Context: an optimization exercise on an open-source flow, tuned for small area and a short achievable clock period. The choices shown serve that exercise and are no tape-out recipe.
Only simulation tests tie the RTL to the original design; equivalence was not proved.
Power is estimated from default activity; no workload was simulated.

File: run.sh
#!/bin/bash
# synth_recipe.tcl (not shown) runs the flow's synth.tcl, then flattens the netlist and writes it again
# the make line also repeats each setting of config.mk as NAME=value (left out here)
make -C /OpenROAD-flow-scripts/flow DESIGN_CONFIG=/design/flow/config.mk WORK_HOME=/design/flow/orfs CLKGATE_MAP_FILE= SYNTH_SCRIPT=/design/flow/synth_recipe.tcl finish
File: config.mk
export PLATFORM = sky130hd
export DESIGN_NAME = pyrm_decode_sb
export DESIGN_NICKNAME = pyrm_decode_sb
export VERILOG_FILES = /design/flow/design.v
export SDC_FILE = /design/flow/constraint.sdc
export NUM_CORES = 4
export LEC_CHECK = 0
export CAP_MARGIN = 20
export CORE_MARGIN = 2
export CORE_UTILIZATION = 15
export PLACE_DENSITY = 0.25
export SLEW_MARGIN = 20
File: constraint.sdc
create_clock -name core_clock -period 8.0 [get_ports {clk}]
set_input_delay 1.6000 -clock core_clock [delete_from_list [all_inputs] [get_ports {clk}]]
set_output_delay 1.6000 -clock core_clock [all_outputs]
set_load 0.01 [all_outputs]
File: design.v
module pyrm_decode_sb #(
   parameter int XLEN = 64,
   parameter int NREG = 32,
   parameter int NWB  = 2,
   localparam int RA  = $clog2(NREG)
) (
   input  logic              clk,
   input  logic              reset_pyri,
   input  logic [31:0]       inst_pyri,
   input  logic [XLEN-1:0]   pc_pyri,
   input  logic              inst_valid_pyri,
   output logic              inst_retry_pyro,
   input  logic [NWB-1:0]    wb_valid_pyri,
   input  logic [NWB*RA-1:0] wb_addr_pyri,
   input  logic [NWB*XLEN-1:0] wb_data_pyri,
   output logic [31:0]       inst_pyro,
   output logic [XLEN-1:0]   pc_pyro,
   output logic [XLEN-1:0]   src1_pyro,
   output logic [XLEN-1:0]   src2_pyro,
   output logic              illegal_pyro,
   output logic              dec_valid_pyro,
   input  logic              dec_retry_pyri,
   output logic [RA:0]       busy_cnt_pyro
);
   localparam int CW = RA + 1;
   logic [XLEN-1:0] rf [NREG];
   logic [NREG-1:0] sb, sb_eff, wb_clr, sb_set;
   logic [RA-1:0]   rd, rs1, rs2;
   logic [XLEN-1:0] rd1, rd2, src1, src2;
   logic            use1, use2, wrd, imm_i, imm_u, sys, ill;
   logic            hazard, free, accept;
   assign rd  = inst_pyri[7 +: RA];
   assign rs1 = inst_pyri[15 +: RA];
   assign rs2 = inst_pyri[20 +: RA];
   always_comb begin
      use1 = 1'b0;
      use2 = 1'b0;
      wrd = 1'b0;
      imm_i = 1'b0;
      imm_u = 1'b0;
      sys = 1'b0;
      ill = 1'b0;
      case (inst_pyri[6:0])
         7'b0110011, 7'b0111011: begin use1 = 1'b1; use2 = 1'b1; wrd = 1'b1; end
         7'b1100011, 7'b0100011: begin use1 = 1'b1; use2 = 1'b1; end
         7'b0010011, 7'b0011011, 7'b0000011: begin use1 = 1'b1; imm_i = 1'b1; wrd = 1'b1; end
         7'b1100111: begin use1 = 1'b1; wrd = 1'b1; end
         7'b1101111: wrd = 1'b1;
         7'b0110111, 7'b0010111: begin imm_u = 1'b1; wrd = 1'b1; end
         7'b1110011: sys = 1'b1;
         default: ill = 1'b1;
      endcase
   end
   always_comb begin
      wb_clr = '0;
      for (int k = 0; k < NWB; k++)
         if (wb_valid_pyri[k]) wb_clr[wb_addr_pyri[k*RA +: RA]] = 1'b1;
      wb_clr[0] = 1'b0;
   end
   assign sb_eff = sb & ~wb_clr;
   always_comb begin
      rd1 = rf[rs1];
      rd2 = rf[rs2];
      for (int k = 0; k < NWB; k++) begin
         if (wb_valid_pyri[k] && wb_addr_pyri[k*RA +: RA] == rs1) rd1 = wb_data_pyri[k*XLEN +: XLEN];
         if (wb_valid_pyri[k] && wb_addr_pyri[k*RA +: RA] == rs2) rd2 = wb_data_pyri[k*XLEN +: XLEN];
      end
      if (rs1 == '0) rd1 = '0;
      if (rs2 == '0) rd2 = '0;
   end
   assign src1 = use1 ? rd1 : imm_u ? {{(XLEN-20){inst_pyri[31]}}, inst_pyri[31:12]} : '0;
   assign src2 = use2 ? rd2 : imm_i ? {{(XLEN-12){inst_pyri[31]}}, inst_pyri[31:20]} : '0;
   assign hazard = (use1 && sb_eff[rs1]) || (use2 && sb_eff[rs2]) || (wrd && sb_eff[rd]) || (sys && |sb_eff);
   assign free = !dec_valid_pyro || !dec_retry_pyri;
   assign accept = inst_valid_pyri && !hazard && free;
   assign inst_retry_pyro = inst_valid_pyri && (hazard || !free);
   assign sb_set = (accept && wrd && rd != '0) ? (NREG'(1) << rd) : '0;
   always_ff @(posedge clk or negedge reset_pyri) begin
      if (!reset_pyri) sb <= '0;
      else sb <= (sb & ~wb_clr) | sb_set;
   end
   always_ff @(posedge clk or negedge reset_pyri) begin
      if (!reset_pyri) begin
         for (int i = 0; i < NREG; i++) rf[i] <= '0;
      end else begin
         for (int k = 0; k < NWB; k++)
            if (wb_valid_pyri[k] && wb_addr_pyri[k*RA +: RA] != '0)
               rf[wb_addr_pyri[k*RA +: RA]] <= wb_data_pyri[k*XLEN +: XLEN];
      end
   end
   always_ff @(posedge clk or negedge reset_pyri) begin
      if (!reset_pyri) begin
         dec_valid_pyro <= 1'b0;
         inst_pyro <= '0;
         pc_pyro <= '0;
         src1_pyro <= '0;
         src2_pyro <= '0;
         illegal_pyro <= 1'b0;
      end else if (accept) begin
         dec_valid_pyro <= 1'b1;
         inst_pyro <= inst_pyri;
         pc_pyro <= pc_pyri;
         src1_pyro <= src1;
         src2_pyro <= src2;
         illegal_pyro <= ill;
      end else if (free) begin
         dec_valid_pyro <= 1'b0;
      end
   end
   always_comb begin
      busy_cnt_pyro = '0;
      for (int i = 0; i < NREG; i++) busy_cnt_pyro = busy_cnt_pyro + CW'(sb[i]);
   end
endmodule
==> metrics.cfg <==
[critical_path]
crit_chain = inv_1, fa_1, fa_1, inv_1, fa_1, inv_1, fa_1, fa_1, fa_1, inv_1, ha_1, inv_1, fa_1, xnor2_1, clkdlybuf4s50_1
crit_top_cell = fa_1
critical_path_class = flop to primary output
cp.required_ns = 6.40
start_kind = flop
cp.arrival_ns = 6.18
critPathCaptureType = primary output
cp_slowest_cell = fa_1
slowest_delay_ns = 0.59
crit_fanout = 2

[grt]
grt_pass1_wl_um = 1420000
grt_pass1_vias = 122000
grt.overflow.total = 0
grt_max_degree = 121
grt_use_total_pct = 24.1
antenna_found_initial = 147

[place]
port_buffers = 472
pre_cts_slack_ns = 0.208
place_hpwl_um = 663000
gp_congestion = 0.835
placed_area_um2 = 152000

[layout]
syn_to_final_growth_pct = 24.6
seqCellArea_um2 = 56100
n_fill_cell = 96200
multiInputGateArea_um2 = 68900
drive_gt1_share_pct = 12.2
fin_nets = 14400
design_area_um2 = 164000

[floorplanning]
die_x_um = 940
ios = 473
row_count = 343
initial_core_util_pct = 15.0
core_um2 = 872000
dieArea_um2 = 883000
fp.dieH_um = 940

[pwr]
p_total_mw = 40.6
power_leakage_nw = 65.4
intPower_mw = 26.4
comb_power_share_pct = 17.6
p_sw_mw = 14.3
power_density_nw_per_um2 = 248
p_seq_share_pct = 43.5
ir_drop_v = 0.000167
pwr-share-clk_pct = 38.9
swShare_pct = 35.1

[timing]
rsz0062_at_grt = false
fin_crit_sh_pct = 97.2
min_period_ns = 7.78
fin_worst_skew_ns = 0.0447
max_slew_margin_pct = 9.84
tightest_slew_ns = 1.35
tns_ns = 0
setup_ws_ns = 0.221
finalHoldViolCount = 0
maxSlewViolCount = 0
fmax_mhz = 129
finalSetupViolations = 0

[logic_synthesis]
yosys_warnings = 2
synth_cell_types = 94
syn_avg_cell_area_um2 = 9.19
synthArstFlopShare_pct = 100
synth.cell_area_um2 = 131000
synth_cells = 14300
ys_seq_area_share_pct = 42.7
ys.flop_type = dfrtp_1
syn_nets = 14600
synth-edff-count = 0
synth_seq_cells = 2242

[cts]
clk_pin_slew_worst_paths_ns = 0.05
htreeDepth = 5
cts-root-buf = clkbuf_16
clock_latency_ns = 1.08
cts_sinks = 2242
clockBufferDepth = 4
cts_tree = built
cts_buffers = 336

[drt]
post_drt_wl_per_cell_um = 42.7
dr.pass1.iters = 9
drc_errors = 0
dr_total_vias = 129000
totalWireLength_um = 1110000
drt_iter0_drc = 18300
drtAntennaViolNets = 0
viasPerCell = 4.97

[flow_run]
cap_viol_max_count = 0

[status]
status = no timing/DRC/antenna violations

[min_path]
hold_path.class = primary input to asynchronous set/reset pin

worst max-delay path: cells and delay by family (launching register included):
kind	cells	cell delay (ns)
adder cells (fa/ha/maj)	8	3.62
buffers and inverters	6	0.90
flip-flops	1	0.38
XOR/XNOR	1	0.22
power groups by stage:
stage               clock [mW]  sequential [mW]  combinational [mW]
finish                    15.8             17.7                7.16
global route              16.6             17.9                7.79
CTS                       16.2             17.5                7.14
detailed placement           0             17.7                7.12
global placement             0             17.7                7.01
floorplan                    0             16.1                4.35
layer usage:
layer | wire length, µm | global-route usage (%) | share of wire, % | vias to the layer above
met3 | 76200 | 4.25 | 6.9 | 1427
met4 | 37100 | 6.98 | 3.3 | 26
li1 | - | - | - | 52100
met2 | 487000 | 37.3 | 44 | 7031
met1 | 511000 | 34.1 | 46 | 68700
met5 | 173 | 0.0268 | 0.016 | -
logic make-up (layout without fill, tap and decap cells):
group | count (synthesis) | count (layout) | share of synthesized area (%)
buf+inv | 1836 | 1952 | 5.55
compound gates | 4426 | 4426 | 21.7
fa+ha+maj | 43 | 43 | 0.547
flops | 2242 | 2242 | 42.7
mux | 2239 | 2239 | 17.6
xor+xnor | 27 | 27 | 0.212
other cells | 0 | 52 | 0
simple gates | 3467 | 3467 | 11.7
metrics by stage:
step / utilization, % / hold slack, ns / std cells
5_1_grt: 18.7 / 0.407 / 26000
3_3_place_gp: 17.4 / 0.487 / 25400
4_1_cts: 18.7 / 0.367 / 26000
3_5_place_dp: 17.5 / 0.493 / 25400
2_1_floorplan: - / 0.535 / 14300
6_report: 18.7 / 0.417 / 26000
layout make-up:
cell class                      instances  area share, %
Antenna cell                           52         0.0795
Inverter                              141          0.324
Sequential cell                      2242           34.3
Multi-Input combinational cell      10200           42.1
Timing Repair Buffer                 1214           7.56
Clock buffer                          516           6.11
Clock inverter                         81          0.677
Tap cell                            11600           8.84
Yosys cell counts, drive strengths merged (15+ instances only):
library cell,instances,area (µm²)
or3,60,375
o21ai,831,4160
and3,56,350
a21oi,1352,6770
a31oi,90,563
o32ai,88,771
nor4,21,161
and2,48,300
inv,140,526
buf,244,1300
a32o,28,280
or2,144,901
o211ai,119,908
a22oi,1625,12200
ha,19,238
o31ai,19,170
mux2,148,2170
nor2,1327,4980
xor2,18,184
o221ai,26,290
a222oi,121,1210
nand4,292,1850
nand2,1167,4380
nor3b,15,113
a2111oi,19,185
nand3,209,1080
mux2i,2089,20900
dfrtp,2242,56100
o2bb2ai,29,254
nor3,73,365
clkbuf,1451,5450
fa,24,480
nor2b,20,125
worst paths after layout:
kind / start / endpoint / slack [ns] / depth (start not counted)
worst max-delay path: sb[23]$_DFF_PN0_ / busy_cnt_pyro[2] / 0.22 / 15
max in group asynchronous: reset_pyri / rf[12][36]$_DFF_PN0_ / 5.39 / 3
worst max register to register: rf[31][30]$_DFF_PN0_ / src2_pyro[30]$_DFFE_PN0N_ / 4.21 / 8
worst min register to register: pc_pyro[63]$_DFFE_PN0N_ / pc_pyro[63]$_DFFE_PN0N_ / 0.50 / 1
worst min-delay path: reset_pyri / src1_pyro[9]$_DFFE_PN0N_ / 0.42 / 1
min in group core_clock: pc_pyro[63]$_DFFE_PN0N_ / pc_pyro[63]$_DFFE_PN0N_ / 0.50 / 1
layout by cell type (no fill, tap or decap), types with 54 or more instances in the layout:
cell type        count
a31oi_1             88
o21ai_0            825
clkbuf_16          342
clkdlybuf4s50_1    446
clkbuf_8            79
a22oi_1           1625
nand2_1           1152
a21oi_1           1350
nand4_1            289
nor3_1              61
o211ai_1           116
or3_1               60
buf_4              568
o32ai_1             87
nor2_1            1287
a222oi_1           121
or2_2              144
inv_1              139
clkbuf_1            95
mux2_4             134
mux2i_1           2088
nand3_1            181
buf_12             170
and3_1              54
dfrtp_1           2242
sequential cells by signal, summed over array words and instances (netlist names):
name	cells
dec_valid_pyro	1
illegal_pyro	1
inst_pyro	32
pc_pyro	64
rf	1984
sb	32
src1_pyro	64
src2_pyro	64
timing repair:
item,in CTS,in global routing
pin swaps,1,0
endpoints found under the hold margin,0,0
hold buffers,0,0
resized for setup,2,2
setup endpoints to repair,1,2
setup buffers,0,0

-- re-timing with driven ports --
Ports are ideal in the flow. The routed layout listed here was re-timed in OpenROAD.
Step 1 (the two cells are an assumption about what drives the block):
set clk [get_ports {clk}]
set_driving_cell -lib_cell sky130_fd_sc_hd__clkbuf_16 $clk
set_driving_cell -lib_cell sky130_fd_sc_hd__buf_2 [delete_from_list [all_inputs] $clk]
Step 2 adds t to the input delays and takes it off the output delays; t is the mean of the earliest and latest rising clock arrival at the registers after step 1. Input paths then give back, and output paths get back, about the clock's delay inside the block.
Slacks: ideal / step 1 / step 2; pairs: ideal / step 1.
t, ns: 1.193
setup slack, ns: 0.221 / 0.071 / 0.223
latest minus earliest clock arrival (ns): 0.076 / 0.076
worst slew at a driven data input, ns: 0.38
After both steps this run still meets setup and hold. The setup slack of this run moves by -0.150 ns with the drivers and by +0.002 ns with both steps.
